This design comes from an exercise in tuning for small area on the open sky130 flow, not from production work. Where RTL was checked, it was by simulation tests only, not by an equivalence proof against the original. The RTL of runs 1 and 2 was laid out without a check of its function. The flow treats the clock pin as an ideal source, which a real chip does not have. No activity file was given, so power comes from the tool's default toggle rates.

==> config.mk <==
export PLATFORM = sky130hd
export DESIGN_NAME = servo_pwm_multi
export DESIGN_NICKNAME = servo_pwm_multi
export VERILOG_FILES = /design/flow/design.v
export SDC_FILE = /design/flow/constraint.sdc
export NUM_CORES = 4
export LEC_CHECK = 0
export CAP_MARGIN = 20
export CORE_MARGIN = 2
export CORE_UTILIZATION = 60
export SLEW_MARGIN = 20
==> constraint.sdc <==
create_clock -name core_clock -period 20.0 [get_ports {clk}]
set_input_delay 4.0000 -clock core_clock [delete_from_list [all_inputs] [get_ports {clk}]]
set_output_delay 4.0000 -clock core_clock [all_outputs]
set_load 0.01 [all_outputs]
==> design.v <==
package servo_pkg;
   localparam int DEF_MIN_PW    = 500;
   localparam int DEF_CENTER_PW = 1_500;
   localparam int DEF_MAX_PW    = 2_500;
   localparam logic [3:0] TGT_CENTER = 4'd5;
   localparam logic [5:0] CUR_CENTER = 6'd20;
endpackage
module servo_pwm_multi (
   input  logic       clk,
   input  logic       rst,
   input  logic       inc_pulse,
   input  logic       dec_pulse,
   input  logic       center_pulse,
   input  logic       sel_pulse,
   output logic [3:0] pwm_out,
   output logic [3:0] sel_onehot,
   output logic       at_min,
   output logic       at_max,
   output logic       frame_start
);
   logic [5:0] lo_q, lo_d;
   logic [8:0] g_q, g_d;
   logic [1:0] sel_q;
   logic       loWrap, gEnd, frameEnd;
   assign loWrap   = lo_q[5] & lo_q[4] & lo_q[0];                  
   assign gEnd     = g_q[8] & g_q[7] & ~g_q[6] & g_q[2] & g_q[0];   
   assign frameEnd = gEnd & lo_q[5] & lo_q[4] & ~lo_q[0];           
   always_comb begin
      lo_d = lo_q + 6'd1;
      if (loWrap) begin
         lo_d[5] = 1'b0;
         lo_d[4] = 1'b0;
         lo_d[1] = 1'b0;
      end
      g_d = g_q + 9'(loWrap);
      if (loWrap & gEnd) g_d[6:4] = 3'b111;
   end
   always_ff @(posedge clk or negedge rst) begin
      if (!rst) begin
         lo_q  <= 6'd63;
         g_q   <= 9'd389;
         sel_q <= 2'd0;
      end else begin
         lo_q  <= lo_d;
         g_q   <= g_d;
         sel_q <= sel_q + 2'(sel_pulse);
      end
   end
   assign frame_start = gEnd & lo_q[5] & lo_q[4] & lo_q[0] & ~lo_q[1];  
   logic       cmdInc, cmdDec;
   logic       gLow, gNeg;
   logic [3:0] selDec, atMinCh, atMaxCh;
   assign cmdInc = inc_pulse & ~dec_pulse & ~center_pulse;
   assign cmdDec = dec_pulse & ~inc_pulse & ~center_pulse;
   assign gLow   = (g_q[8:6] == 3'b000);
   assign gNeg   = (g_q[8:6] == 3'b111);
   always_comb begin
      selDec        = '0;
      selDec[sel_q] = 1'b1;
   end
   for (genvar i = 0; i < 4; i++) begin : gen_ch
      servo_channel u_channel (
         .clk_i      (clk),
         .rst_ni     (rst),
         .frameEnd_i (frameEnd),
         .sel_i      (selDec[i]),
         .center_i   (center_pulse),
         .inc_i      (cmdInc),
         .dec_i      (cmdDec),
         .g_i        (g_q[5:0]),
         .gLow_i     (gLow),
         .gNeg_i     (gNeg),
         .pwm_o      (pwm_out[i]),
         .atMin_o    (atMinCh[i]),
         .atMax_o    (atMaxCh[i])
      );
   end
   assign sel_onehot = selDec;
   assign at_min     = atMinCh[sel_q];
   assign at_max     = atMaxCh[sel_q];
endmodule
module servo_channel (
   input  logic       clk_i,
   input  logic       rst_ni,
   input  logic       frameEnd_i,
   input  logic       sel_i,       
   input  logic       center_i,    
   input  logic       inc_i,       
   input  logic       dec_i,       
   input  logic [5:0] g_i,         
   input  logic       gLow_i,      
   input  logic       gNeg_i,      
   output logic       pwm_o,
   output logic       atMin_o,
   output logic       atMax_o
);
   logic [3:0] tgt_q, tgt_d, tgtT;
   logic [5:0] cur_q, cur_d, curT;
   logic       tgtMax, tgtMin, doInc, doDec;
   assign tgtMax = tgt_q[3] & tgt_q[1];
   assign tgtMin = ~(tgt_q[3] | tgt_q[2] | tgt_q[1] | tgt_q[0]);
   assign doInc  = sel_i & inc_i & ~tgtMax;
   assign doDec  = sel_i & dec_i & ~tgtMin;
   always_comb begin
      for (int b = 0; b < 4; b++) begin
         tgtT[b] = (doInc & (&(tgt_q & 4'((1 << b) - 1)))) |
                   (doDec & ~(|(tgt_q & 4'((1 << b) - 1))));
      end
      tgt_d = (sel_i & center_i) ? servo_pkg::TGT_CENTER : (tgt_q ^ tgtT);
   end
   logic up, down;
   assign up   = (cur_q[5:2] < tgt_q);
   assign down = (cur_q > {tgt_q, 2'b00});
   always_comb begin
      for (int b = 0; b < 6; b++) begin
         curT[b] = frameEnd_i & ((up & (&(cur_q | ~6'((1 << b) - 1)))) |
                                 (down & ~(|(cur_q & 6'((1 << b) - 1)))));
      end
      cur_d = cur_q ^ curT;
   end
   always_ff @(posedge clk_i or negedge rst_ni) begin
      if (!rst_ni) begin
         tgt_q <= servo_pkg::TGT_CENTER;
         cur_q <= servo_pkg::CUR_CENTER;
      end else begin
         tgt_q <= tgt_d;
         cur_q <= cur_d;
      end
   end
   assign pwm_o   = gNeg_i | (gLow_i & (g_i < cur_q));
   assign atMin_o = tgtMin;
   assign atMax_o = tgtMax;
endmodule
==> flow/run.sh <==
#!/bin/bash
# Own layout flow: the standard synthesis, then the combinational cells of
# that netlist re-mapped by ABC for area (registers untouched), then the standard flow's
# standard layout from floorplan on, with small port buffers and a small clock
# tree. Each tool's output goes to a log file in the work folder.
set -euo pipefail
W=$(pwd)
F=$W/flow
LIB=$FLOW_HOME/platforms/sky130hd/lib/sky130_fd_sc_hd__tt_025C_1v80.lib
R=$W/orfs/results/sky130hd/servo_pwm_multi/base

bash standard.sh synth > $W/log_synth.txt 2>&1

# re-map the combinational logic for area
cp $R/1_2_yosys.v $W/netlist_standard.v
python3 $F/gen_cellmap.py $LIB $W/cellmap.v > $W/log_cellmap.txt 2>&1
DU=$(sed -n '/DONT_USE_CELLS/,/^$/p' $FLOW_HOME/platforms/sky130hd/config.mk | grep -o 'sky130_fd_sc_hd__[A-Za-z0-9_]*' | sed 's/^/-dont_use /' | tr '\n' ' ')
sed -e "s#@LIB@#$LIB#g" -e "s#@IN@#$W/netlist_standard.v#" -e "s#@TOP@#$FLOW_TOP#" \
    -e "s#@MAP@#$W/cellmap.v#" -e "s#@SCRIPT@#$F/area.abc#" -e "s#@DONTUSE@#$DU#" \
    -e "s#@STAT@#$W/remap_stat.txt#" -e "s#@OUT@#$W/netlist_remap.v#" $F/remap.ys.in > $W/remap.ys
yosys -l $W/log_remap.txt -q -s $W/remap.ys > /dev/null 2>&1
cp $W/netlist_remap.v $R/1_2_yosys.v

bash standard.sh \
  "BUFFER_PORTS_ARGS=-buffer_cell sky130_fd_sc_hd__buf_1" \
  "CTS_ARGS=-sink_clustering_enable -repair_clock_nets -dont_use_dummy_load -buf_list sky130_fd_sc_hd__clkbuf_8 -sink_clustering_size 60 -sink_clustering_max_diameter 400" \
  finish > $W/log_layout.txt 2>&1
==> flow/area.abc <==
strash
&get -n
&deepsyn -T 30
&put
dch -f
amap
==> flow/gen_cellmap.py <==
#!/usr/bin/env python3
"""Write a Yosys techmap file that turns each combinational standard cell of a
liberty file into its logic function (flip-flops, latches and tie cells are left)."""
import re, sys
lib = open(sys.argv[1]).read()
out = open(sys.argv[2], 'w')
pos = 0
cells = []
for m in re.finditer(r'\n\s*cell\s*\(\s*"?([\w]+)"?\s*\)\s*\{', lib):
    cells.append((m.group(1), m.start()))
cells.append((None, len(lib)))
for (name, s), (_, e) in zip(cells, cells[1:]):
    body = lib[s:e]
    if re.search(r'\b(ff|latch|ff_bank|statetable)\s*\(', body):
        continue
    ins, outs = [], []
    # crude pin parse: split at 'pin (' occurrences
    parts = re.split(r'\n\s*pin\s*\(\s*"?(\w+)"?\s*\)\s*\{', body)
    for i in range(1, len(parts), 2):
        pn, pb = parts[i], parts[i + 1]
        d = re.search(r'direction\s*:\s*"?(\w+)"?', pb)
        if not d:
            continue
        f = re.search(r'\bfunction\s*:\s*"([^"]*)"', pb)
        if d.group(1) == 'input':
            ins.append(pn)
        elif d.group(1) == 'output':
            outs.append((pn, f.group(1) if f else None))
    if not outs or any(f is None for _, f in outs) or not ins:
        continue
    if any(re.search(r'VPWR|VGND|KAPWR', f) for _, f in outs):
        continue
    out.write(f"module {name} ({', '.join(ins + [o for o, _ in outs])});\n")
    for p in ins:
        out.write(f"  input {p};\n")
    for o, f in outs:
        expr = f.replace('!', '~')
        expr = re.sub(r'(\w)\s+(?=[\w(~])', r'\1 & ', expr)
        out.write(f"  output {o};\n  assign {o} = {expr};\n")
    out.write("endmodule\n\n")
==> flow/remap.ys.in <==
read_liberty -lib @LIB@
read_verilog @IN@
hierarchy -top @TOP@
techmap -map @MAP@
simplemap
opt -purge
abc -script @SCRIPT@ -liberty @LIB@ @DONTUSE@
opt_clean -purge
hilomap -singleton -hicell sky130_fd_sc_hd__conb_1 HI -locell sky130_fd_sc_hd__conb_1 LO
tee -o @STAT@ stat -liberty @LIB@
write_verilog -noattr -noexpr -nohex -nodec @OUT@
==> standard.sh <==
#!/bin/bash
# synth_recipe.tcl (not shown) runs the flow's synth.tcl, then flattens the netlist and writes it again
# the make line also repeats each setting of config.mk as NAME=value (left out here)
make -C /OpenROAD-flow-scripts/flow DESIGN_CONFIG=/design/flow/config.mk WORK_HOME=/design/flow/orfs CLKGATE_MAP_FILE= SYNTH_SCRIPT=/design/flow/synth_recipe.tcl "${@:-finish}"
==> qor.yml, run 1 <==
clock_network:
  cts_tree: "built"
  cts_hold_buf: 0
  root_buffer: "clkbuf_8"
  numClockSinks: 57
  cts_setup_buffers: 0
  cts_buffers: 9
  clk_latency_ns: 0.33
  clkTransAtPathRegs_ns: 0.06
  clockBufferDepth: 2
  cts_max_level: 3
  cts_resized: 0
timing:
  setup_violations: 0
  holdWs_ns: 0.467
  rsz0062_at_grt: "no"
  fin_crit_ns: 6.08
  period_share_pct: 30.4
  fin_setup_tns_ns: 0
  slew_headroom_pct: 53.5
  max_freq_mhz: 164
  worst_pin_slew_ns: 0.697
  finalHoldViolCount: 0
  finalClockSkew_ns: 0.0199
  slew_violations: 0
floorplan:
  num_io_pins: 17
  die_w_um: 73.0
  rows: 25
  die_height_um: 73.0
  initial_core_util_pct: 61.4
  dieArea_sq_mm: 0.00534
  core-area_sq_mm: 0.00466
power_and_ir_drop:
  peakVddDrop_mv: 0.0502
  power.share.sequential_pct: 54.5
  pwr-share-clk_pct: 29.0
  p_int_mw: 0.186
  powerDensity_mw_per_mm2: 84.2
  comb_power_share_pct: 16.5
  switching_share_pct: 29.1
  p_leak_nw: 1.31
  p_sw_mw: 0.0765
critical_path:
  worstPathCellList: "clkinv_1 > nor2_1 > clkinv_1 > or3_1 > nor2_1 > buf_1"
  critPathLaunchType: "register"
  arrival_ns: 2.08
  cp_data_required_time_ns: 16.00
  end_kind: "output pin"
  path_class: "register to output pin"
  cp_max_fo: 5
  slowest_stage: "dfstp_2"
  max_stage_delay_ns: 0.54
cells_and_area:
  drive_gt1_share_pct: 10.1
  num-nets-final: 375
  diodes: 0
  syn_to_final_growth_pct: 9.10
  multi_input_area_sq_mm: 0.00116
  fill_cells: 407
  regArea_sq_mm: 0.00146
synthesis:
  syn_area_sq_mm: 0.00286
  ys_warn_count: 2
  syn_area_per_cell_sq_um: 8.39
  synthCells: 341
  syn_nets: 347
grt:
  grt_max_degree: 58
  grt_pass1_wl_um: 10200
  antenna_found_initial: 0
  grt_overflow: 0
  grt_pass1_vias: 2174
  grtUsageTotal_pct: 25.4
placed_design:
  numPortBuffers: 16
  dp.final_hpwl_um: 4560
  gp_congestion: 0.856
routing:
  routed_wl_um: 6170
  ant_nets: 0
  first_pass_iters: 4
  wl_per_cell_um: 14.7
  drt_iter0_drc: 143
  wl_met2_um: 2910
  vias: 2452
  met1Wirelength_um: 2930
  drc: 0
  vias_per_cell: 5.82
  routed-wl-met3_um: 268
  top_layer_used: "met4"
hold_path:
  min_path_type: "register to register"
job:
  maxCapViolCount: 0
status:
  status: "finished clean"
==> metal layers <==
metal  global-route usage, %  vias to the layer above
met5                       0                        -
met1                    35.4                     1159
met3                    4.97                        7
met2                    38.7                       54
met4                    10.9                        0
li1                        -                     1232
==> worst max-delay path, delay by kind of cell, from the launching register on <==
kind | cells | cell delay, ns
simple gates | 3 | 0.80
buf+inv | 3 | 0.41
flops | 1 | 0.54
==> power by group through the flow <==
stage	sequential (mW)	clock [mW]	combinational, mW
2_1_floorplan	0.141	0	0.0321
3_3_place_gp	0.144	0	0.0419
3_5_place_dp	0.145	0	0.0432
4_1_cts	0.143	0.0788	0.0434
5_1_grt	0.145	0.0842	0.0489
6_report	0.143	0.0763	0.0433
==> area by class of cell <==
class / count / share of cell area (%)
sequential: 57 / 46.8
multi-input combinational: 221 / 37.3
inverter: 63 / 7.58
timing repair buffer: 17 / 2.21
clock buffer: 9 / 3.97
tap: 54 / 2.17
==> through the flow <==
stage	utilization, %	instance area (sq um)	total power [mW]	worst slack, ns	std cells
detailed placement	64.3	3000	0.188	14.27	412
global placement	64.3	3000	0.186	14.30	412
finish	67.0	3120	0.263	13.92	421
global route	67.0	3120	0.278	13.70	421
floorplan	-	2860	0.173	14.47	341
CTS	67.0	3120	0.265	13.90	421
==> cells in the final DEF (no fill, tap or decap), drive strengths merged, types with 2 or more instances in the layout <==
cell type	n
nor2	64
clkinv	63
o21ai	31
dfrtp	31
dfstp	26
nand2	22
nor3	17
buf	16
a21oi	15
clkbuf	10
a221oi	9
o22ai	8
a22oi	6
nand3	5
a21o	5
o221ai	4
nor2b	4
a222oi	4
o21a	4
a211oi	3
or3	3
and3	3
nor4	2
or4	2
a31oi	2
==> sequential cells by signal (all words and copies together), names as in the netlist <==
name and cells:
sel_q 2, g_q 9, gen_ch.u_channel.tgt_q 16, gen_ch.u_channel.cur_q 24, lo_q 6
==> worst paths after layout <==
check	depth (start not counted)	slack, ns	to	start
hold reg to reg	1	0.47	lo_q[0]	lo_q[0]
hold / removal	1	0.47	lo_q[0]	lo_q[0]
setup reg to reg	10	16.80	gen_ch[2].u_channel.cur_q[5]	g_q[0]
setup / recovery	6	13.92	frame_start	lo_q[0]
min in group asynchronous	2	3.81	gen_ch[0].u_channel.cur_q[5]	rst
max in group asynchronous	2	15.71	gen_ch[2].u_channel.cur_q[0]	rst
==> run 2, diff against run 1 <==
--- a/flow/run.sh
+++ b/flow/run.sh
@@ -1,8 +1,8 @@
 #!/bin/bash
 # Own layout flow: the standard synthesis, then the combinational cells of
 # that netlist re-mapped by ABC for area (registers untouched), then the standard flow's
-# standard layout from floorplan on, with small port buffers and a small clock
-# tree. Each tool's output goes to a log file in the work folder.
+# standard layout from floorplan on, with small port buffers and its own small
+# clock tree. Each tool's output goes to a log file in the work folder.
 set -euo pipefail
 W=$(pwd)
 F=$W/flow
@@ -21,7 +21,13 @@
 yosys -l $W/log_remap.txt -q -s $W/remap.ys > /dev/null 2>&1
 cp $W/netlist_remap.v $R/1_2_yosys.v
 
-bash standard.sh \
-  "BUFFER_PORTS_ARGS=-buffer_cell sky130_fd_sc_hd__buf_1" \
-  "CTS_ARGS=-sink_clustering_enable -repair_clock_nets -dont_use_dummy_load -buf_list sky130_fd_sc_hd__clkbuf_8 -sink_clustering_size 60 -sink_clustering_max_diameter 400" \
-  finish > $W/log_layout.txt 2>&1
+PORTBUF="BUFFER_PORTS_ARGS=-buffer_cell sky130_fd_sc_hd__buf_1"
+bash standard.sh "$PORTBUF" place > $W/log_place.txt 2>&1
+
+# clock buffers: the clock port drives four clkbuf_8, one per quarter of the flip-flops
+RESULTS=$R LIBFILE=$LIB PLATFORM_DIR=$FLOW_HOME/platforms/sky130hd CLKPORT=clk \
+  CLKBUF=sky130_fd_sc_hd__clkbuf_8 openroad -no_init -exit $F/clock.tcl > $W/log_clock.txt 2>&1
+cp $R/4_1_cts.odb $R/4_cts.odb
+touch $R/4_cts.sdc
+
+bash standard.sh "$PORTBUF" finish > $W/log_route.txt 2>&1
==> flow/clock.tcl (new file) <==
# Clock buffering for a small design: the clock port drives NGROUP clock
# buffers, each driving the flip-flops of one region (a balanced split by y,
# then by x). Reads 3_place.odb, writes 4_1_cts.odb and 4_cts.sdc.
set R $::env(RESULTS)
read_liberty $::env(LIBFILE)
read_db $R/3_place.odb
read_sdc $R/3_place.sdc
source $::env(PLATFORM_DIR)/setRC.tcl
set block [ord::get_db_block]
set clkport $::env(CLKPORT)
set buf $::env(CLKBUF)

set sinks {}
foreach it [[$block findNet $clkport] getITerms] {
  set bb [[$it getInst] getBBox]
  lappend sinks [list [expr {([$bb xMin]+[$bb xMax])/2}] [expr {([$bb yMin]+[$bb yMax])/2}] \
    "[[$it getInst] getName]/[[$it getMTerm] getName]"]
}
proc halve {lst idx} {
  set s [lsort -integer -index $idx $lst]
  set h [expr {[llength $s] / 2}]
  return [list [lrange $s 0 [expr {$h-1}]] [lrange $s $h end]]
}
set groups {}
foreach half [halve $sinks 1] {
  foreach q [halve $half 0] { lappend groups $q }
}
set i 0
foreach g $groups {
  set sx 0; set sy 0; set pins {}
  foreach s $g { set sx [expr {$sx + [lindex $s 0]}]; set sy [expr {$sy + [lindex $s 1]}]; lappend pins [get_pins [lindex $s 2]] }
  set n [llength $g]
  set loc [list [expr {$sx / $n / 1000.0}] [expr {$sy / $n / 1000.0}]]
  puts "clock group $i: $n sinks at $loc"
  insert_buffer -buffer_cell $buf -net $clkport -load_pins $pins -location $loc -buffer_name clkbuf_$i -net_name clknet_$i
  incr i
}
set_propagated_clock [all_clocks]
detailed_placement
check_placement -verbose
estimate_parasitics -placement
report_clock_skew
set worst 0
foreach pin [get_pins -hierarchical */CLK] {
  set s [get_property $pin slew_max]
  if {$s > $worst} {set worst $s}
}
puts "worst clock pin slew $worst"
report_check_types -max_slew -max_capacitance -violators
report_worst_slack -max
report_worst_slack -min
write_db $R/4_1_cts.odb
write_sdc -no_timestamp $R/4_cts.sdc
--- a/config.mk
+++ b/config.mk
@@ -7,5 +7,5 @@
 export LEC_CHECK = 0
 export CAP_MARGIN = 20
 export CORE_MARGIN = 2
-export CORE_UTILIZATION = 60
+export CORE_UTILIZATION = 70
 export SLEW_MARGIN = 20
==> qor.yml, run 2 <==
synthesis:
  syn_area_per_cell_sq_um: 8.39
  synthCells: 341
  syn_area_sq_mm: 0.00286
  ys_warn_count: 2
  syn_nets: 347
timing:
  period_share_pct: 29.8
  max_freq_mhz: 168
  slew_headroom_pct: 54.3
  finalClockSkew_ns: 0.0103
  fin_crit_ns: 5.96
  slew_violations: 0
  worst_pin_slew_ns: 0.685
  rsz0062_at_grt: "no"
  finalHoldViolCount: 0
  fin_setup_tns_ns: 0
  setup_violations: 0
cells_and_area:
  num-nets-final: 370
  largest-register: "gen_ch.u_channel.cur_q"
  drive_gt1_share_pct: 8.84
  largest_register_ffs: 24
  finalInstanceArea_sq_mm: 0.00305
  layout_common_cells: "nor2_1, clkinv_1, o21ai_0, dfrtp_1, dfstp_2"
  syn_to_final_growth_pct: 6.52
  layout_commonest_cell: "nor2_1"
  diodes: 0
  fin_util_pct: 76.7
  reg_top3: "gen_ch.u_channel.cur_q x24, gen_ch.u_channel.tgt_q x16, g_q x9"
critical_path:
  worstPathCellList: "clkinv_1 > nor2_1 > clkinv_1 > or3_1 > nor2_1 > buf_1"
  end_kind: "output pin"
  cp_data_required_time_ns: 16.00
  slowest_stage: "dfstp_2"
  r2r_setup_slack_ns: 16.84
  r2r_start: "g_q[0]"
  critPathLaunchType: "register"
  path_class: "register to output pin"
  arrival_ns: 1.96
  max_stage_delay_ns: 0.55
  reg2reg_depth: 10
  cp_max_fo: 5
  r2r_end: "gen_ch[2].u_channel.cur_q[5]"
routing:
  top_layer_used: "met4"
  drt_iter0_drc: 199
  drc: 0
  ant_nets: 0
  wl_met2_um: 3050
  first_pass_iters: 5
  vias: 2522
  vias_per_cell: 6.12
  routed_wl_um: 6140
  wl_per_cell_um: 14.9
  met1Wirelength_um: 2720
  routed-wl-met3_um: 312
clock_network:
  clk_latency_ns: 0.15
  clkTransAtPathRegs_ns: 0.08
placed_design:
  place_area_sq_mm: 0.00299
  dp.final_hpwl_um: 4620
  gp_congestion: 0.804
  numPortBuffers: 16
hold_path:
  min_path_type: "register to register"
  min_path_cells: 1
  hold_end: "lo_q[0]"
  min_from: "lo_q[0]"
power_and_ir_drop:
  powerDensity_mw_per_mm2: 76.4
  p_leak_nw: 1.28
  peakVddDrop_mv: 0.0608
status:
  status: "finished clean"
floorplan:
  die_w_um: 67.9
  rows: 23
  num_io_pins: 17
  die_height_um: 67.9
  dieArea_sq_mm: 0.00461
  initial_core_util_pct: 72.0
  core-area_sq_mm: 0.00397
grt:
  grtUsageTotal_pct: 28.0
  antenna_found_initial: 0
  grt_pass1_vias: 2243
  grt_max_degree: 58
  grt_pass1_wl_um: 10100
  grt_overflow: 0
job:
  maxCapViolCount: 0
==> run 2: metal layers <==
metal / track usage [%] / vias to the layer above
li1: - / 1231
met1: 39.8 / 1194
met2: 48.7 / 83
met3: 2.14 / 14
met4: 3.50 / 0
met5: 0 / -
==> run 2: area by class of cell <==
type,instances,area (sq um)
Clock buffer,4,55.1
Multi-Input combinational cell,221,1160
Tap cell,50,62.6
Inverter,63,236
Fill cell,298,925
Sequential cell,57,1460
Timing Repair Buffer,17,68.8
==> run 2: worst max path at each step <==
stage               cells after the start     endpoint  startpoint
floorplan                               5  frame_start     lo_q[0]
global placement                        8   pwm_out[3]      g_q[0]
detailed placement                      6  frame_start     lo_q[0]
global route                            6  frame_start     lo_q[0]
finish                                  6  frame_start     lo_q[0]
==> run 2: worst max-delay path: cells and delay by family, from the launching register on <==
family        cells  cell delay (ns)
flops             1             0.55
buf+inv           3             0.43
simple gates      3             0.84
==> run 2: power by group <==
group / total (mW) / switching, mW / internal, mW
registers: 0.143 / 0.0115 / 0.131
clock network: 0.0463 / 0.0279 / 0.0184
logic: 0.0436 / 0.0289 / 0.0148
==> run 2: through the flow <==
step | worst slack, ns | power (mW) | hold slack, ns | instances
finish | 14.04 | 0.233 | 0.481 | 412
global route | 13.89 | 0.245 | 0.498 | 412
detailed placement | 14.21 | 0.188 | 0.462 | 408
global placement | 14.33 | 0.186 | 0.447 | 408
floorplan | 14.47 | 0.173 | 0.439 | 341
==> run 3, diff against run 2 <==
==> design.v (replaced) <==
package servo_pkg;
   localparam int DEF_MIN_PW    = 500;
   localparam int DEF_CENTER_PW = 1_500;
   localparam int DEF_MAX_PW    = 2_500;
   localparam logic [3:0] TGT_CENTER = 4'd5;
   localparam logic [5:0] CUR_CENTER = 6'd20;
endpackage
module servo_pwm_multi (
   input  logic       clk,
   input  logic       rst,
   input  logic       inc_pulse,
   input  logic       dec_pulse,
   input  logic       center_pulse,
   input  logic       sel_pulse,
   output logic [3:0] pwm_out,
   output logic [3:0] sel_onehot,
   output logic       at_min,
   output logic       at_max,
   output logic       frame_start
);
   logic [5:0] lo_q;
   logic [8:0] g_q, g_d;
   logic [1:0] sel_q;
   logic       loLast, loWrap, gEnd, frameEnd;
   assign loLast   = (lo_q == 6'd46);                               
   assign loWrap   = (lo_q[4:0] == 5'b01110);                       
   assign gEnd     = g_q[8] & g_q[7] & ~g_q[6] & g_q[2] & g_q[0];   
   assign frameEnd = gEnd & (lo_q == 6'd55);                        
   always_comb begin
      g_d = g_q + 9'(loWrap);
      if (loWrap & gEnd) g_d[6:4] = 3'b111;
   end
   always_ff @(posedge clk or negedge rst) begin
      if (!rst) begin
         lo_q  <= 6'd14;
         g_q   <= 9'd389;
         sel_q <= 2'd0;
      end else begin
         lo_q  <= {lo_q[4:0], lo_q[5] ^ lo_q[0] ^ loLast};
         g_q   <= g_d;
         sel_q <= sel_q + 2'(sel_pulse);
      end
   end
   assign frame_start = gEnd & loLast;                              
   logic       gLow, gNeg, anyCmd;
   logic [3:0] selDec, tgt [4], tgtSel, tgtNew;
   logic       selMax, selMin;
   assign gLow   = (g_q[8:6] == 3'b000);
   assign gNeg   = (g_q[8:6] == 3'b111);
   assign tgtSel = tgt[sel_q];
   assign selMax = tgtSel[3] & tgtSel[1];         
   assign selMin = (tgtSel == 4'd0);
   assign anyCmd = center_pulse | (inc_pulse ^ dec_pulse);
   always_comb begin
      if (center_pulse)   tgtNew = servo_pkg::TGT_CENTER;
      else if (inc_pulse) tgtNew = selMax ? tgtSel : tgtSel + 4'd1;
      else                tgtNew = selMin ? tgtSel : tgtSel - 4'd1;
   end
   always_comb begin
      selDec        = '0;
      selDec[sel_q] = 1'b1;
   end
   for (genvar i = 0; i < 4; i++) begin : gen_ch
      servo_channel u_channel (
         .clk_i      (clk),
         .rst_ni     (rst),
         .frameEnd_i (frameEnd),
         .load_i     (anyCmd & selDec[i]),
         .tgtNew_i   (tgtNew),
         .g_i        (g_q[5:0]),
         .gLow_i     (gLow),
         .gNeg_i     (gNeg),
         .pwm_o      (pwm_out[i]),
         .target_o   (tgt[i])
      );
   end
   assign sel_onehot = selDec;
   assign at_min     = selMin;
   assign at_max     = selMax;
endmodule
module servo_channel (
   input  logic       clk_i,
   input  logic       rst_ni,
   input  logic       frameEnd_i,
   input  logic       load_i,      
   input  logic [3:0] tgtNew_i,
   input  logic [5:0] g_i,         
   input  logic       gLow_i,      
   input  logic       gNeg_i,      
   output logic       pwm_o,
   output logic [3:0] target_o
);
   logic [3:0] tgt_q;
   logic [5:0] cur_q, cur_d, curT;
   logic       cAll1, cAll0;
   logic up, down;
   assign up   = (cur_q[5:2] < tgt_q);
   assign down = ~up & ((cur_q[5:2] != tgt_q) | (cur_q[1:0] != 2'b00));
   always_comb begin
      cAll1 = 1'b1;
      cAll0 = 1'b1;
      for (int b = 0; b < 6; b++) begin
         curT[b] = frameEnd_i & ((up & cAll1) | (down & cAll0));
         cAll1   = cAll1 & cur_q[b];
         cAll0   = cAll0 & ~cur_q[b];
      end
      cur_d = cur_q ^ curT;
   end
   always_ff @(posedge clk_i or negedge rst_ni) begin
      if (!rst_ni) begin
         tgt_q <= servo_pkg::TGT_CENTER;
         cur_q <= servo_pkg::CUR_CENTER;
      end else begin
         if (load_i) tgt_q <= tgtNew_i;
         cur_q <= cur_d;
      end
   end
   assign pwm_o    = gNeg_i | (gLow_i & (g_i < cur_q));
   assign target_o = tgt_q;
endmodule
==> flow/run.sh (replaced) <==
#!/bin/bash
# Own layout flow: the standard synthesis; then the combinational cells of
# that netlist re-mapped by ABC for area with a few scripts, keeping the
# smallest result (registers untouched); then the standard layout from
# floorplan on, with small port buffers and its own small clock tree.
# Each tool's output goes to a log file in the work folder.
set -euo pipefail
W=$(pwd)
F=$W/flow
LIB=$FLOW_HOME/platforms/sky130hd/lib/sky130_fd_sc_hd__tt_025C_1v80.lib
R=$W/orfs/results/sky130hd/servo_pwm_multi/base

bash standard.sh synth > $W/log_synth.txt 2>&1

# re-map the combinational logic for area
cp $R/1_2_yosys.v $W/netlist_standard.v
python3 $F/gen_cellmap.py $LIB $W/cellmap.v > $W/log_cellmap.txt 2>&1
DU=$(sed -n '/DONT_USE_CELLS/,/^$/p' $FLOW_HOME/platforms/sky130hd/config.mk | grep -o 'sky130_fd_sc_hd__[A-Za-z0-9_]*' | sed 's/^/-dont_use /' | tr '\n' ' ')
best=""; bestArea=""
for S in $F/abc*.script; do
  n=$(basename $S .script)
  sed -e "s#@LIB@#$LIB#g" -e "s#@IN@#$W/netlist_standard.v#" -e "s#@TOP@#$FLOW_TOP#" \
      -e "s#@MAP@#$W/cellmap.v#" -e "s#@SCRIPT@#$S#" -e "s#@DONTUSE@#$DU#" \
      -e "s#@STAT@#$W/remap_$n.stat#" -e "s#@OUT@#$W/remap_$n.v#" $F/remap.ys.in > $W/remap_$n.ys
  if yosys -l $W/log_remap_$n.txt -q -s $W/remap_$n.ys > /dev/null 2>&1; then
    a=$(grep "Chip area" $W/remap_$n.stat | awk '{print $NF}')
    echo "$n $a" >> $W/remap_areas.txt
    if [[ -n "$a" ]] && { [[ -z "$bestArea" ]] || awk "BEGIN{exit !($a < $bestArea)}"; }; then
      best=$n; bestArea=$a
    fi
  fi
done
echo "chosen $best $bestArea" >> $W/remap_areas.txt
cp $W/remap_$best.v $R/1_2_yosys.v

PORTBUF="BUFFER_PORTS_ARGS=-buffer_cell sky130_fd_sc_hd__buf_1"
bash standard.sh "$PORTBUF" place > $W/log_place.txt 2>&1

# clock buffers: the clock port drives four clkbuf_8, one per quarter of the flip-flops
RESULTS=$R LIBFILE=$LIB PLATFORM_DIR=$FLOW_HOME/platforms/sky130hd CLKPORT=clk \
  CLKBUF=sky130_fd_sc_hd__clkbuf_8 openroad -no_init -exit $F/clock.tcl > $W/log_clock.txt 2>&1
cp $R/4_1_cts.odb $R/4_cts.odb
touch $R/4_cts.sdc

bash standard.sh "$PORTBUF" finish > $W/log_route.txt 2>&1
==> flow/abc1.script (new file) <==
strash
&get -n
&deepsyn -T 20
&put
dch -f
amap
==> flow/abc2.script (new file) <==
strash
&get -n
&deepsyn -T 20 -S 2
&put
dch -f
amap
==> flow/abc3.script (new file) <==
strash
dch -f
amap
==> flow/abc4.script (new file) <==
&get -n
&st
&syn2
&dch -f
&nf -a -R 20
&st
&syn2
&dch -f
&nf -a -R 20
&put
==> flow/abc5.script (new file) <==
strash
&get -n
&deepsyn -T 20
&put
dch -f
amap -F 5 -A 5
--- a/config.mk
+++ b/config.mk
@@ -7,5 +7,5 @@
 export LEC_CHECK = 0
 export CAP_MARGIN = 20
 export CORE_MARGIN = 2
-export CORE_UTILIZATION = 70
+export CORE_UTILIZATION = 85
 export SLEW_MARGIN = 20
removed: flow/area.abc
==> qor.yml, run 3 <==
floorplan:
  die_w_um: 63.8
  rows: 21
  initial_core_util_pct: 89.7
  die_height_um: 63.8
synthesis:
  syn_area_per_cell_sq_um: 8.13
  synthCells: 374
  ys_warn_count: 3
  syn_nets: 380
  syn_area_sq_mm: 0.00304
status:
  status: "aborted with a tool error"
  tool.error: "[ERROR GPL-0301] Utilization 103.950 % exceeds 100%."
  haltStage: "global placement without I/O"
==> run 4, diff against run 3 <==
--- a/config.mk
+++ b/config.mk
@@ -7,5 +7,5 @@
 export LEC_CHECK = 0
 export CAP_MARGIN = 20
 export CORE_MARGIN = 2
-export CORE_UTILIZATION = 85
+export CORE_UTILIZATION = 70
 export SLEW_MARGIN = 20
==> qor.yml, run 4 <==
timing:
  max_freq_mhz: 169
  fin_crit_ns: 5.92
  slew_headroom_pct: 53.5
  period_share_pct: 29.6
  layout_setup_ws_ns: 14.08
  holdWs_ns: 0.368
  worst_pin_slew_ns: 0.690
  finalClockSkew_ns: 0.00992
  setup_violations: 0
  finalHoldViolCount: 0
  slew_violations: 0
  rsz0062_at_grt: "no"
  fin_setup_tns_ns: 0
floorplan:
  die_w_um: 70.1
  die_height_um: 70.1
  num_io_pins: 17
  core-area_sq_mm: 0.00429
  dieArea_sq_mm: 0.00492
  initial_core_util_pct: 71.3
  rows: 24
placed_design:
  dp.final_hpwl_um: 5520
  dp.cells: 436
  dp_slack_ns: 14.26
  numPortBuffers: 16
  gp_congestion: 0.886
  place_area_sq_mm: 0.00320
critical_path:
  reg2reg_depth: 12
  end_kind: "output pin"
  cp_data_required_time_ns: 16.00
  critPathLaunchType: "register"
  r2r_setup_slack_ns: 16.59
  r2r_end: "gen_ch[0].u_channel.cur_q[4]"
  r2r_start: "g_q[0]"
  arrival_ns: 1.92
  endpoint: "at_min"
  path_class: "register to output pin"
  cp_max_fo: 6
  crit_start: "sel_q[0]"
cells_and_area:
  multi_input_area_sq_mm: 0.00136
  layout_common_cells: "clkinv_1, nor2_1, dfrtp_1, o21ai_0, o22ai_1"
  largest-register: "gen_ch.u_channel.cur_q"
  fill_cells: 322
  num-nets-final: 396
  fin_cells: 440
  syn_to_final_growth_pct: 6.42
  drive_gt1_share_pct: 7.73
  fin_util_pct: 75.9
  finalInstanceArea_sq_mm: 0.00326
  diodes: 0
  largest_register_ffs: 24
  reg_top3: "gen_ch.u_channel.cur_q x24, gen_ch.u_channel.tgt_q x16, g_q x9"
  layout_commonest_cell: "clkinv_1"
  regArea_sq_mm: 0.00146
hold_path:
  min_path_type: "register to register"
synthesis:
  syn_nets: 372
  synthCells: 366
  ys_warn_count: 3
  syn_area_per_cell_sq_um: 8.37
  syn_area_sq_mm: 0.00306
routing:
  vias: 2892
  drc: 0
  first_pass_iters: 5
  drt_iter0_drc: 348
  routed_wl_um: 7270
  ant_nets: 0
  vias_per_cell: 6.57
  wl_per_cell_um: 16.5
grt:
  grt_max_degree: 58
  grt_pass1_vias: 2689
  antenna_found_initial: 0
  grtUsageTotal_pct: 30.6
  grt_overflow: 0
  grt_pass1_wl_um: 12400
clock_network:
  clk_latency_ns: 0.15
  clkTransAtPathRegs_ns: 0.09
status:
  status: "finished clean"
job:
  maxCapViolCount: 0
power_and_ir_drop:
  power_mw: 0.296
  powerDensity_mw_per_mm2: 91.0
  p_leak_nw: 1.28
  peakVddDrop_mv: 0.0719
run 4: how the worst min path moves through the flow:
stage	from	cells after the start	slack, ns	to
6_report	lo_q[1]	0	0.37	lo_q[2]
3_5_place_dp	lo_q[1]	0	0.36	lo_q[2]
5_1_grt	lo_q[1]	0	0.38	lo_q[2]
2_1_floorplan	lo_q[1]	0	0.35	lo_q[2]
3_3_place_gp	lo_q[2]	0	0.36	lo_q[3]
run 4: worst max-delay path, cell delays in order, from the launching register on:
cell,delay (ns)
dfrtp_1,0.43
clkinv_1,0.09
nor2_1,0.10
a22o_1,0.21
a221oi_1,0.37
clkinv_1,0.21
nor3_1,0.20
buf_1,0.17
run 4: final cells by class:
cell class                 count  area share (%)
sequential                    57            44.7
timing repair buffer          18            2.34
tap                           52            2.00
multi-input combinational    242            41.6
clock buffer                   4            1.69
inverter                      67            7.72
run 4: power by group:
part           total [mW]  internal [mW]  switching, mW  leakage [nW]
sequential          0.155          0.138         0.0169         0.697
clock              0.0469         0.0185         0.0285        0.0288
combinational      0.0941         0.0342         0.0600         0.554
total               0.296          0.191          0.105          1.28
run 4: routing by layer:
metal / part of all wire, % / global-route usage, %
met4: 1.4 / 5.56
met2: 48 / 51.7
met3: 6.6 / 1.30
met5: 0 / 0
met1: 43 / 44.9
==> run 5, diff against run 4 <==
--- a/design.v
+++ b/design.v
@@ -92,17 +92,14 @@
 );
    logic [3:0] tgt_q;
    logic [5:0] cur_q, cur_d, curT;
-   logic       cAll1, cAll0;
-   logic up, down;
-   assign up   = (cur_q[5:2] < tgt_q);
-   assign down = ~up & ((cur_q[5:2] != tgt_q) | (cur_q[1:0] != 2'b00));
+   logic move, dn, run;
+   assign dn   = ~(cur_q[5:2] < tgt_q);
+   assign move = (cur_q != {tgt_q, 2'b00});
    always_comb begin
-      cAll1 = 1'b1;
-      cAll0 = 1'b1;
+      run = frameEnd_i & move;
       for (int b = 0; b < 6; b++) begin
-         curT[b] = frameEnd_i & ((up & cAll1) | (down & cAll0));
-         cAll1   = cAll1 & cur_q[b];
-         cAll0   = cAll0 & ~cur_q[b];
+         curT[b] = run;
+         run     = run & (cur_q[b] ^ dn);
       end
       cur_d = cur_q ^ curT;
    end
--- a/flow/run.sh
+++ b/flow/run.sh
@@ -36,9 +36,9 @@
 PORTBUF="BUFFER_PORTS_ARGS=-buffer_cell sky130_fd_sc_hd__buf_1"
 bash standard.sh "$PORTBUF" place > $W/log_place.txt 2>&1
 
-# clock buffers: the clock port drives four clkbuf_8, one per quarter of the flip-flops
-RESULTS=$R LIBFILE=$LIB PLATFORM_DIR=$FLOW_HOME/platforms/sky130hd CLKPORT=clk \
-  CLKBUF=sky130_fd_sc_hd__clkbuf_8 openroad -no_init -exit $F/clock.tcl > $W/log_clock.txt 2>&1
+# clock buffers: the clock port drives two buf_12, one per half of the flip-flops
+RESULTS=$R LIBFILE=$LIB PLATFORM_DIR=$FLOW_HOME/platforms/sky130hd CLKPORT=clk NGROUP=2 \
+  CLKBUF=sky130_fd_sc_hd__buf_12 openroad -no_init -exit $F/clock.tcl > $W/log_clock.txt 2>&1
 cp $R/4_1_cts.odb $R/4_cts.odb
 touch $R/4_cts.sdc
 
--- a/flow/clock.tcl
+++ b/flow/clock.tcl
@@ -1,6 +1,7 @@
 # Clock buffering for a small design: the clock port drives NGROUP clock
-# buffers, each driving the flip-flops of one region (a balanced split by y,
-# then by x). Reads 3_place.odb, writes 4_1_cts.odb and 4_cts.sdc.
+# buffers, each driving the flip-flops of one region (four: a balanced split
+# by y, then by x; otherwise equal slices by x). Reads 3_place.odb, writes
+# 4_1_cts.odb and 4_cts.sdc.
 set R $::env(RESULTS)
 read_liberty $::env(LIBFILE)
 read_db $R/3_place.odb
@@ -22,8 +23,17 @@
   return [list [lrange $s 0 [expr {$h-1}]] [lrange $s $h end]]
 }
 set groups {}
-foreach half [halve $sinks 1] {
-  foreach q [halve $half 0] { lappend groups $q }
+set NG $::env(NGROUP)
+if {$NG == 4} {
+  foreach half [halve $sinks 1] {
+    foreach q [halve $half 0] { lappend groups $q }
+  }
+} else {
+  set s [lsort -integer -index 0 $sinks]
+  set n [llength $s]
+  for {set k 0} {$k < $NG} {incr k} {
+    lappend groups [lrange $s [expr {$k*$n/$NG}] [expr {($k+1)*$n/$NG-1}]]
+  }
 }
 set i 0
 foreach g $groups {
==> qor.yml, run 5 <==
status:
  status: "finished clean"
cells_and_area:
  layout_commonest_cell: "nor2_1"
  largest-register: "gen_ch.u_channel.cur_q"
  num-nets-final: 391
  fill_cells: 305
  diodes: 0
  largest_register_ffs: 24
  reg_top3: "gen_ch.u_channel.cur_q x24, gen_ch.u_channel.tgt_q x16, g_q x9"
  drive_gt1_share_pct: 7.05
  layout_common_cells: "nor2_1, clkinv_1, dfrtp_1, o21ai_0, a21oi_1"
  syn_to_final_growth_pct: 5.68
timing:
  fin_setup_tns_ns: 0
  finalClockSkew_ns: 0.00711
  finalHoldViolCount: 0
  setup_violations: 0
  worst_pin_slew_ns: 0.680
  rsz0062_at_grt: "no"
  max_freq_mhz: 164
  period_share_pct: 30.5
  layout_setup_ws_ns: 13.90
  slew_violations: 0
  slew_headroom_pct: 54.5
  fin_crit_ns: 6.10
floorplan:
  die_height_um: 69.6
  die_w_um: 69.6
  rows: 23
  num_io_pins: 17
  initial_core_util_pct: 73.8
  dieArea_sq_mm: 0.00485
  core-area_sq_mm: 0.00409
critical_path:
  r2r_start: "g_q[0]"
  cp_data_required_time_ns: 16.00
  crit_start: "sel_q[0]"
  reg2reg_depth: 11
  endpoint: "at_min"
  path_class: "register to output pin"
  critPathLaunchType: "register"
  r2r_setup_slack_ns: 16.87
  arrival_ns: 2.10
  end_kind: "output pin"
  cp_max_fo: 5
  r2r_end: "gen_ch[2].u_channel.cur_q[5]"
routing:
  first_pass_iters: 5
  routed_wl_um: 7070
  drt_iter0_drc: 422
  ant_nets: 0
  drc: 0
  vias: 2843
  vias_per_cell: 6.57
  wl_per_cell_um: 16.3
power_and_ir_drop:
  p_leak_nw: 1.20
  p_sw_mw: 0.0905
  comb_power_share_pct: 26.9
  peakVddDrop_mv: 0.0828
  power.share.sequential_pct: 56.5
  p_int_mw: 0.177
  powerDensity_mw_per_mm2: 84.0
  switching_share_pct: 33.8
  pwr-share-clk_pct: 16.6
synthesis:
  syn_area_per_cell_sq_um: 8.28
  ys_warn_count: 3
  synthCells: 364
  syn_nets: 370
  syn_area_sq_mm: 0.00302
clock_network:
  clk_latency_ns: 0.14
  clkTransAtPathRegs_ns: 0.11
job:
  maxCapViolCount: 0
placed_design:
  numPortBuffers: 16
  dp.final_hpwl_um: 5280
  gp_congestion: 1.03
  dp_slack_ns: 14.13
grt:
  grt_overflow: 0
  grt_pass1_vias: 2693
  grt_pass1_wl_um: 12600
  antenna_found_initial: 0
  grt_max_degree: 58
  grtUsageTotal_pct: 31.1
hold_path:
  min_path_type: "register to register"
-- run 5: metrics by stage --
stage	power [mW]	area, sq um	hold WS (ns)	cells	util, %
final	0.268	3190	0.380	433	78.0
after global routing	0.284	3190	0.384	433	78.0
after detailed placement	0.223	3150	0.364	431	77.0
after global placement	0.221	3150	0.355	431	77.0
after floorplan	0.200	3020	0.354	364	-
-- run 5: area by class of cell --
| class | instances | area [sq um] | area share (%) |
|---|---|---|---|
| sequential | 57 | 1460 | 45.7 |
| timing repair buffer | 17 | 68.8 | 2.16 |
| multi-input combinational | 244 | 1320 | 41.5 |
| clock buffer | 2 | 40.0 | 1.26 |
| tap | 50 | 62.6 | 1.96 |
| inverter | 63 | 236 | 7.42 |
-- run 5: worst min-delay path by stage --
stage,from,endpoint,cells after the start
floorplan,lo_q[1],lo_q[2],0
global placement,lo_q[1],lo_q[2],0
detailed placement,lo_q[2],lo_q[3],0
global route,lo_q[2],lo_q[3],0
finish,lo_q[1],lo_q[2],0
-- run 5: power groups by stage --
stage / registers [mW] / clock network (mW) / logic [mW]
floorplan: 0.147 / 0 / 0.0529
global placement: 0.152 / 0 / 0.0684
detailed placement: 0.152 / 0 / 0.0705
finish: 0.151 / 0.0445 / 0.0721
global route: 0.153 / 0.0499 / 0.0805
-- run 5: critical path, cell delays in order (launching register included) --
cell and delay, ns:
dfrtp_1 0.38, clkinv_1 0.13, nor2_1 0.22, clkinv_1 0.20, o22ai_1 0.19, a221oi_1 0.11
nor3_1 0.30, clkinv_1 0.17, nor2_1 0.12, buf_1 0.15
-- run 5: layer usage --
layer  up-vias  routed length, um  GRT usage (%)
li1       1366                  -              -
met1      1315               3040           44.9
met2       136               3340           51.8
met3        26                467           1.89
met4         0                215           8.12
met5         -                  0              0
==> run 6, diff against run 5 <==
--- a/design.v
+++ b/design.v
@@ -30,19 +30,23 @@
       g_d = g_q + 9'(loWrap);
       if (loWrap & gEnd) g_d[6:4] = 3'b111;
    end
+   logic [8:0] gN_q;
+   assign g_q = ~gN_q;
+   logic [5:0] loN_q;
+   assign lo_q = ~loN_q;
    always_ff @(posedge clk or negedge rst) begin
       if (!rst) begin
-         lo_q  <= 6'd14;
-         g_q   <= 9'd389;
+         loN_q <= ~6'd14;
+         gN_q  <= ~9'd389;
          sel_q <= 2'd0;
       end else begin
-         lo_q  <= {lo_q[4:0], lo_q[5] ^ lo_q[0] ^ loLast};
-         g_q   <= g_d;
+         loN_q <= ~{lo_q[4:0], lo_q[5] ^ lo_q[0] ^ loLast};
+         gN_q  <= ~g_d;
          sel_q <= sel_q + 2'(sel_pulse);
       end
    end
    assign frame_start = gEnd & loLast;                              
-   logic       gLow, gNeg, anyCmd;
+   logic       gLow, gNeg;
    logic [3:0] selDec, tgt [4], tgtSel, tgtNew;
    logic       selMax, selMin;
    assign gLow   = (g_q[8:6] == 3'b000);
@@ -50,11 +54,11 @@
    assign tgtSel = tgt[sel_q];
    assign selMax = tgtSel[3] & tgtSel[1];         
    assign selMin = (tgtSel == 4'd0);
-   assign anyCmd = center_pulse | (inc_pulse ^ dec_pulse);
    always_comb begin
-      if (center_pulse)   tgtNew = servo_pkg::TGT_CENTER;
-      else if (inc_pulse) tgtNew = selMax ? tgtSel : tgtSel + 4'd1;
-      else                tgtNew = selMin ? tgtSel : tgtSel - 4'd1;
+      if (center_pulse)                          tgtNew = servo_pkg::TGT_CENTER;
+      else if (inc_pulse & ~dec_pulse & ~selMax) tgtNew = tgtSel + 4'd1;
+      else if (dec_pulse & ~inc_pulse & ~selMin) tgtNew = tgtSel - 4'd1;
+      else                                       tgtNew = tgtSel;
    end
    always_comb begin
       selDec        = '0;
@@ -65,7 +69,7 @@
          .clk_i      (clk),
          .rst_ni     (rst),
          .frameEnd_i (frameEnd),
-         .load_i     (anyCmd & selDec[i]),
+         .load_i     (selDec[i]),
          .tgtNew_i   (tgtNew),
          .g_i        (g_q[5:0]),
          .gLow_i     (gLow),
--- a/flow/run.sh
+++ b/flow/run.sh
@@ -36,9 +36,9 @@
 PORTBUF="BUFFER_PORTS_ARGS=-buffer_cell sky130_fd_sc_hd__buf_1"
 bash standard.sh "$PORTBUF" place > $W/log_place.txt 2>&1
 
-# clock buffers: the clock port drives two buf_12, one per half of the flip-flops
-RESULTS=$R LIBFILE=$LIB PLATFORM_DIR=$FLOW_HOME/platforms/sky130hd CLKPORT=clk NGROUP=2 \
-  CLKBUF=sky130_fd_sc_hd__buf_12 openroad -no_init -exit $F/clock.tcl > $W/log_clock.txt 2>&1
+# clock buffers: the clock port drives four buf_6, one per quarter of the flip-flops
+RESULTS=$R LIBFILE=$LIB PLATFORM_DIR=$FLOW_HOME/platforms/sky130hd CLKPORT=clk NGROUP=4 \
+  CLKBUF=sky130_fd_sc_hd__buf_6 openroad -no_init -exit $F/clock.tcl > $W/log_clock.txt 2>&1
 cp $R/4_1_cts.odb $R/4_cts.odb
 touch $R/4_cts.sdc
 
==> qor.yml, run 6 <==
grt:
  antenna_found_initial: 0
  grt_pass1_wl_um: 12100
  grtUsageTotal_pct: 29.6
  grt_pass1_vias: 2441
  grt_max_degree: 58
  grt_overflow: 0
floorplan:
  die_height_um: 69.7
  num_io_pins: 17
  die_w_um: 69.7
  initial_core_util_pct: 74.0
  rows: 23
  core-area_sq_mm: 0.00409
  dieArea_sq_mm: 0.00486
clock_network:
  clk_latency_ns: 0.13
  clkTransAtPathRegs_ns: 0.08
synthesis:
  ys_warn_count: 3
  syn_nets: 356
  syn_area_per_cell_sq_um: 8.64
  syn_area_sq_mm: 0.00302
  synthCells: 350
cells_and_area:
  multi_input_area_sq_mm: 0.00134
  layout_commonest_cell: "clkinv_1"
  diodes: 0
  syn_to_final_growth_pct: 5.84
  num-nets-final: 379
  reg_top3: "gen_ch.u_channel.cur_q x24, gen_ch.u_channel.tgt_q x16, gN_q x9"
  largest_register_ffs: 24
  layout_common_cells: "clkinv_1, nor2_1, dfrtp_1, nand2_1, o21ai_0"
  drive_gt1_share_pct: 8.09
  largest-register: "gen_ch.u_channel.cur_q"
  fin_util_pct: 78.3
  fill_cells: 287
  regArea_sq_mm: 0.00146
critical_path:
  path_class: "register to output pin"
  r2r_start: "sel_q[1]"
  r2r_setup_slack_ns: 16.83
  cp_data_required_time_ns: 16.00
  end_kind: "output pin"
  critPathLaunchType: "register"
  reg2reg_depth: 11
  cp_max_fo: 7
  r2r_end: "gen_ch[1].u_channel.tgt_q[2]"
  arrival_ns: 2.18
hold_path:
  min_path_type: "register to register"
  hold_end: "loN_q[5]"
  min_path_cells: 0
  min_from: "loN_q[4]"
routing:
  ant_nets: 0
  drc: 0
  routed_wl_um: 6980
  drt_iter0_drc: 266
  vias_per_cell: 6.46
  first_pass_iters: 5
  wl_per_cell_um: 16.6
  vias: 2719
power_and_ir_drop:
  powerDensity_mw_per_mm2: 89.8
  p_leak_nw: 1.20
  peakVddDrop_mv: 0.0811
  power_mw: 0.287
timing:
  period_share_pct: 30.9
  slew_headroom_pct: 52.8
  finalClockSkew_ns: 0.0136
  finalHoldViolCount: 0
  fin_setup_tns_ns: 0
  worst_pin_slew_ns: 0.706
  slew_violations: 0
  fin_crit_ns: 6.18
  setup_violations: 0
  max_freq_mhz: 162
  rsz0062_at_grt: "no"
placed_design:
  gp_congestion: 0.918
  dp.final_hpwl_um: 5350
  numPortBuffers: 16
job:
  maxCapViolCount: 0
status:
  status: "finished clean"
## run 6: changes by cell type in the layout (fill, tap and decap cells not counted), moves of 3 or more
| cell | previous run | this run |
|---|---|---|
| a21oi_1 | 28 | 14 |
| or2_0 | 1 | 6 |
| clkinv_1 | 63 | 60 |
| o22ai_1 | 25 | 21 |
| a22oi_1 | 7 | 4 |
| buf_6 | 0 | 4 |
| a221oi_1 | 14 | 18 |
| nor2_1 | 67 | 40 |
| nand2_1 | 22 | 31 |
| o31ai_1 | 1 | 4 |
| nor3_1 | 6 | 17 |
## run 6: per-layer routing
layer  vias up  routed length [um]  track usage [%]
met1      1251                3150             46.6
li1       1331                   -                -
met2       133                3190             46.6
met5         -                   0                0
met3         4                 607             3.20
met4         0                  25             2.99
## run 6: critical path, stage by stage (launching register included)
cell and delay [ns]:
dfrtp_1 0.38, clkinv_1 0.11, nor2_1 0.37, clkinv_1 0.28, o22ai_1 0.19, a221o_1 0.16, nand2_1 0.10, nor3_1 0.29
buf_1 0.19
## run 6: worst max path at each step
stage / from / to / depth (start not counted)
6_report: sel_q[1] / at_min / 8
3_3_place_gp: sel_q[1] / at_min / 8
2_1_floorplan: sel_q[1] / at_min / 6
5_1_grt: sel_q[1] / at_min / 8
3_5_place_dp: sel_q[1] / at_min / 8
## run 6: power by group
part	total (mW)	switching, mW	internal, mW	leakage [nW]
sequential	0.158	0.0189	0.139	0.667
clock	0.0429	0.0269	0.0161	0.0242
combinational	0.0866	0.0549	0.0316	0.504
total	0.287	0.101	0.187	1.20
## run 6: final cells by class
class	instances	area share, %
inverters	60	7.04
well taps	50	1.96
multi-input cells	233	41.9
flip-flops and latches	57	45.5
repair buffers	17	2.15
clock buffers	4	1.41
## run 6: metrics by stage
step / area (sq um) / setup WS, ns / std cells / hold slack, ns
floorplan: 3020 / 14.19 / 350 / 0.347
global placement: 3150 / 14.10 / 417 / 0.359
detailed placement: 3150 / 14.02 / 417 / 0.366
global route: 3200 / 13.52 / 421 / 0.389
finish: 3200 / 13.82 / 421 / 0.380
==> run 7, diff against run 6 <==
==> flow/run.sh (replaced) <==
#!/bin/bash
# Own layout flow:
#  1. the standard synthesis (standard.sh synth), unchanged;
#  2. the same synthesis script rerun in side folders with ORFS's adder
#     mapping off and/or ABC's area script, giving the same registers
#     (checked by name and cell type) with differently mapped logic;
#  3. the combinational cells of each of these netlists re-mapped by ABC for
#     area with a few scripts (registers untouched); the smallest netlist is
#     laid out;
#  4. the standard layout from floorplan on, with small port buffers and
#     its own small clock tree (clock.tcl).
# Each tool's output goes to a log file in the work folder.
set -euo pipefail
W=$(pwd)
F=$W/flow
LIB=$FLOW_HOME/platforms/sky130hd/lib/sky130_fd_sc_hd__tt_025C_1v80.lib
R=$W/orfs/results/sky130hd/servo_pwm_multi/base

bash standard.sh synth > $W/log_synth.txt 2>&1
cp $R/1_2_yosys.v $W/netlist_s1.v
regs() { grep -oE 'sky130_fd_sc_hd__(df|sdf|dl|edf)[A-Za-z0-9_]* +[^ ]+' "$1" | sort; }
regs $W/netlist_s1.v > $W/regs_s1.txt

# side syntheses: same script and registers, other logic mapping
variants=("ADDER_MAP_FILE=" "ABC_AREA=1" "ADDER_MAP_FILE= ABC_AREA=1")
for i in 0 1 2; do
  n=s$((i+2))
  sed "s#WORK_HOME=[^ ]*#WORK_HOME=$W/side_$n#" standard.sh > $W/side_$n.sh
  ( bash $W/side_$n.sh ${variants[$i]} synth > $W/log_synth_$n.txt 2>&1 || true ) &
done
wait
for n in s2 s3 s4; do
  nl=$W/side_$n/results/sky130hd/servo_pwm_multi/base/1_2_yosys.v
  if [[ -f $nl ]]; then
    regs $nl > $W/regs_$n.txt
    if cmp -s $W/regs_s1.txt $W/regs_$n.txt; then cp $nl $W/netlist_$n.v; fi
  fi
done

# re-map the combinational logic for area
python3 $F/gen_cellmap.py $LIB $W/cellmap.v > $W/log_cellmap.txt 2>&1
DU=$(sed -n '/DONT_USE_CELLS/,/^$/p' $FLOW_HOME/platforms/sky130hd/config.mk | grep -o 'sky130_fd_sc_hd__[A-Za-z0-9_]*' | sed 's/^/-dont_use /' | tr '\n' ' ')
jobs=0
for NL in $W/netlist_s*.v; do
  s=$(basename $NL .v); s=${s#netlist_}
  for S in $F/abc*.script; do
    n=${s}_$(basename $S .script)
    sed -e "s#@LIB@#$LIB#g" -e "s#@IN@#$NL#" -e "s#@TOP@#$FLOW_TOP#" \
        -e "s#@MAP@#$W/cellmap.v#" -e "s#@SCRIPT@#$S#" -e "s#@DONTUSE@#$DU#" \
        -e "s#@STAT@#$W/remap_$n.stat#" -e "s#@OUT@#$W/remap_$n.v#" $F/remap.ys.in > $W/remap_$n.ys
    ( yosys -l $W/log_remap_$n.txt -q -s $W/remap_$n.ys > /dev/null 2>&1 || true ) &
    jobs=$((jobs+1))
    if (( jobs % ${NUM_CORES:-4} == 0 )); then wait; fi
  done
done
wait
best=""; bestArea=""
for st in $W/remap_*.stat; do
  n=$(basename $st .stat); n=${n#remap_}
  a=$(grep "Chip area" $st | awk '{print $NF}')
  [[ -n "$a" && -f $W/remap_$n.v ]] || continue
  regs $W/remap_$n.v > $W/regs_remap_$n.txt
  cmp -s $W/regs_s1.txt $W/regs_remap_$n.txt || continue
  echo "$n $a" >> $W/remap_areas.txt
  if [[ -z "$bestArea" ]] || awk "BEGIN{exit !($a < $bestArea)}"; then best=$n; bestArea=$a; fi
done
echo "chosen $best $bestArea" >> $W/remap_areas.txt
cp $W/remap_$best.v $R/1_2_yosys.v

PORTBUF="BUFFER_PORTS_ARGS=-buffer_cell sky130_fd_sc_hd__buf_1"
bash standard.sh "$PORTBUF" place > $W/log_place.txt 2>&1

# clock buffers: the clock port drives four buf_6, one per quarter of the flip-flops
RESULTS=$R LIBFILE=$LIB PLATFORM_DIR=$FLOW_HOME/platforms/sky130hd CLKPORT=clk NGROUP=4 \
  CLKBUF=sky130_fd_sc_hd__buf_6 openroad -no_init -exit $F/clock.tcl > $W/log_clock.txt 2>&1
cp $R/4_1_cts.odb $R/4_cts.odb
touch $R/4_cts.sdc

bash standard.sh "$PORTBUF" finish > $W/log_route.txt 2>&1
==> flow/abc1.script (replaced) <==
strash
&get -n
&deepsyn -J 100 -T 120
&put
dch -f
amap
==> flow/abc2.script (replaced) <==
strash
&get -n
&deepsyn -J 100 -T 120 -S 2
&put
dch -f
amap
==> flow/abc3.script (replaced) <==
strash
&get -n
&deepsyn -J 100 -T 120 -S 3
&put
dch -f
amap
==> flow/abc4.script (replaced) <==
strash
&get -n
&deepsyn -J 100 -T 120
&put
dch -f
amap -F 5 -A 5
--- a/config.mk
+++ b/config.mk
@@ -7,5 +7,5 @@
 export LEC_CHECK = 0
 export CAP_MARGIN = 20
 export CORE_MARGIN = 2
-export CORE_UTILIZATION = 70
+export CORE_UTILIZATION = 80
 export SLEW_MARGIN = 20
removed: flow/abc5.script
==> qor.yml, run 7 <==
routing:
  vias_per_cell: 6.86
  wl_per_cell_um: 17.2
  drc: 0
  routed_wl_um: 7340
  ant_nets: 0
  first_pass_iters: 8
  drt_iter0_drc: 276
  vias: 2923
clock_network:
  clkTransAtPathRegs_ns: 0.09
  clk_latency_ns: 0.13
critical_path:
  arrival_ns: 2.15
  critPathLaunchType: "register"
  slowest_stage: "dfrtp_1"
  r2r_setup_slack_ns: 16.89
  crit_buf_inv: 3
  max_stage_delay_ns: 0.38
  r2r_end: "gen_ch[2].u_channel.tgt_q[3]"
  worstPathCellList: "clkinv_1 > nor2_1 > clkinv_1 > o22ai_1 > a221o_1 > nand2_1 > nor3_1 > buf_1"
  path_class: "register to output pin"
  cp_max_fo: 9
  critPathTopFamily: "simple AND/OR/NAND/NOR gates"
  end_kind: "output pin"
  cp_data_required_time_ns: 16.00
  crit_top_cell: "clkinv_1"
  r2r_start: "sel_q[0]"
  crit_start: "sel_q[0]"
  reg2reg_depth: 13
cells_and_area:
  finalInstanceArea_sq_mm: 0.00316
  layout_commonest_cell: "clkinv_1"
  largest-register: "gen_ch.u_channel.cur_q"
  diodes: 0
  num-nets-final: 386
  syn_to_final_growth_pct: 6.10
  layout_common_cells: "clkinv_1, nor2_1, o21ai_0, nand2_1, dfrtp_1"
  largest_register_ffs: 24
  drive_gt1_share_pct: 8.20
  reg_top3: "gen_ch.u_channel.cur_q x24, gen_ch.u_channel.tgt_q x16, gN_q x9"
  fill_cells: 203
  fin_util_pct: 87.6
  fin_cells: 426
synthesis:
  syn_nets: 362
  syn_area_sq_mm: 0.00298
  ys_warn_count: 3
  syn_area_per_cell_sq_um: 8.36
  synthCells: 356
timing:
  worst_pin_slew_ns: 0.689
  fin_crit_ns: 6.15
  setup_violations: 0
  period_share_pct: 30.8
  finalHoldViolCount: 0
  max_freq_mhz: 163
  holdWs_ns: 0.375
  finalClockSkew_ns: 0.00907
  slew_headroom_pct: 54.1
  fin_setup_tns_ns: 0
  rsz0062_at_grt: "no"
  layout_setup_ws_ns: 13.85
  slew_violations: 0
job:
  maxCapViolCount: 0
floorplan:
  die_height_um: 65.0
  rows: 22
  die_w_um: 65.0
  core-area_sq_mm: 0.00361
  num_io_pins: 17
  dieArea_sq_mm: 0.00422
  initial_core_util_pct: 82.5
placed_design:
  numPortBuffers: 16
  dp.final_hpwl_um: 5340
  place_area_sq_mm: 0.00311
  dp_slack_ns: 14.03
  dp.cells: 422
  gp_congestion: 0.935
power_and_ir_drop:
  powerDensity_mw_per_mm2: 92.5
  p_leak_nw: 1.19
  peakVddDrop_mv: 0.0688
  power_mw: 0.292
grt:
  grt_overflow: 0
  antenna_found_initial: 0
  grt_max_degree: 58
  grt_pass1_vias: 2648
  grt_pass1_wl_um: 12300
  grtUsageTotal_pct: 37.1
hold_path:
  min_path_type: "register to register"
  min_from: "loN_q[1]"
  min_path_cells: 0
  hold_end: "loN_q[2]"
status:
  status: "finished clean"
-- run 7: metal layers --
layer / track usage (%) / vias up / wire length (um)
li1: - / 1351 / -
met5: 0 / - / 0
met4: 10.9 / 0 / 163
met3: 2.95 / 25 / 678
met2: 64.3 / 198 / 3630
met1: 50.1 / 1349 / 2870
-- run 7: worst max-delay path by stage --
stage,end,slack (ns),cells past startpoint
2_1_floorplan,at_min,14.19,7
3_3_place_gp,at_min,14.18,8
3_5_place_dp,at_min,14.03,8
5_1_grt,at_min,13.61,8
6_report,at_min,13.85,8
-- run 7: worst register-to-register path: stages (launching register included) --
cell      delay (ns)
dfrtp_1         0.38
clkinv_1        0.12
nor2_1          0.28
clkinv_1        0.30
o22ai_1         0.22
a221o_1         0.23
nand2_1         0.11
nor3_1          0.21
nand3b_1        0.16
nor2_1          0.06
or2_0           0.22
a21oi_1         0.19
o21ai_0         0.26
o21ai_0         0.28
-- run 7: power breakdown --
group / switching (mW) / total, mW / internal, mW / leakage, nW
logic: 0.0622 / 0.0943 / 0.0320 / 0.484
registers: 0.0159 / 0.154 / 0.138 / 0.680
clock network: 0.0282 / 0.0443 / 0.0161 / 0.0242
total: 0.106 / 0.292 / 0.186 / 1.19
-- run 7: cell type report --
class	count	area, sq um	area share, %
timing repair buffer	18	76.3	2.42
multi-input combinational	239	1290	41.0
inverter	60	225	7.13
sequential	57	1460	46.1
clock buffer	4	45.0	1.43
tap	48	60.1	1.90

[static timing again, ports no longer ideal]
The flow's constraints put no driver on any port. The routed layouts listed below were extracted and timed again, unchanged, in two steps. Step 1 sets driving cells, clkbuf_16 on the clock port and buf_2 on the other inputs (assumed; they add their load-dependent delay and slew). Step 2 moves the port delays by t, midway between the first and last clock arrival at a register: inputs arrive t later, outputs are due t later. That takes back most of the time a late clock gives input paths. Slacks: no drivers / after step 1 / after step 2; pairs: no drivers / after step 1.
| run | t, ns | setup slack, ns | worst data-port slew with drivers (ns) |
|---|---|---|---|
| run 1 | 0.345 | 13.920 / 13.891 / 14.236 | 0.03 |
| run 2 | 0.205 | 14.039 / 13.981 / 14.186 | 0.03 |
| run 4 | 0.206 | 14.076 / 14.016 / 14.222 | 0.03 |
| run 5 | 0.189 | 13.897 / 13.847 / 14.035 | 0.03 |
| run 6 | 0.183 | 13.819 / 13.757 / 13.940 | 0.03 |
| run 7 | 0.188 | 13.848 / 13.786 / 13.973 | 0.03 |
After both steps setup and hold are still met in every run listed.
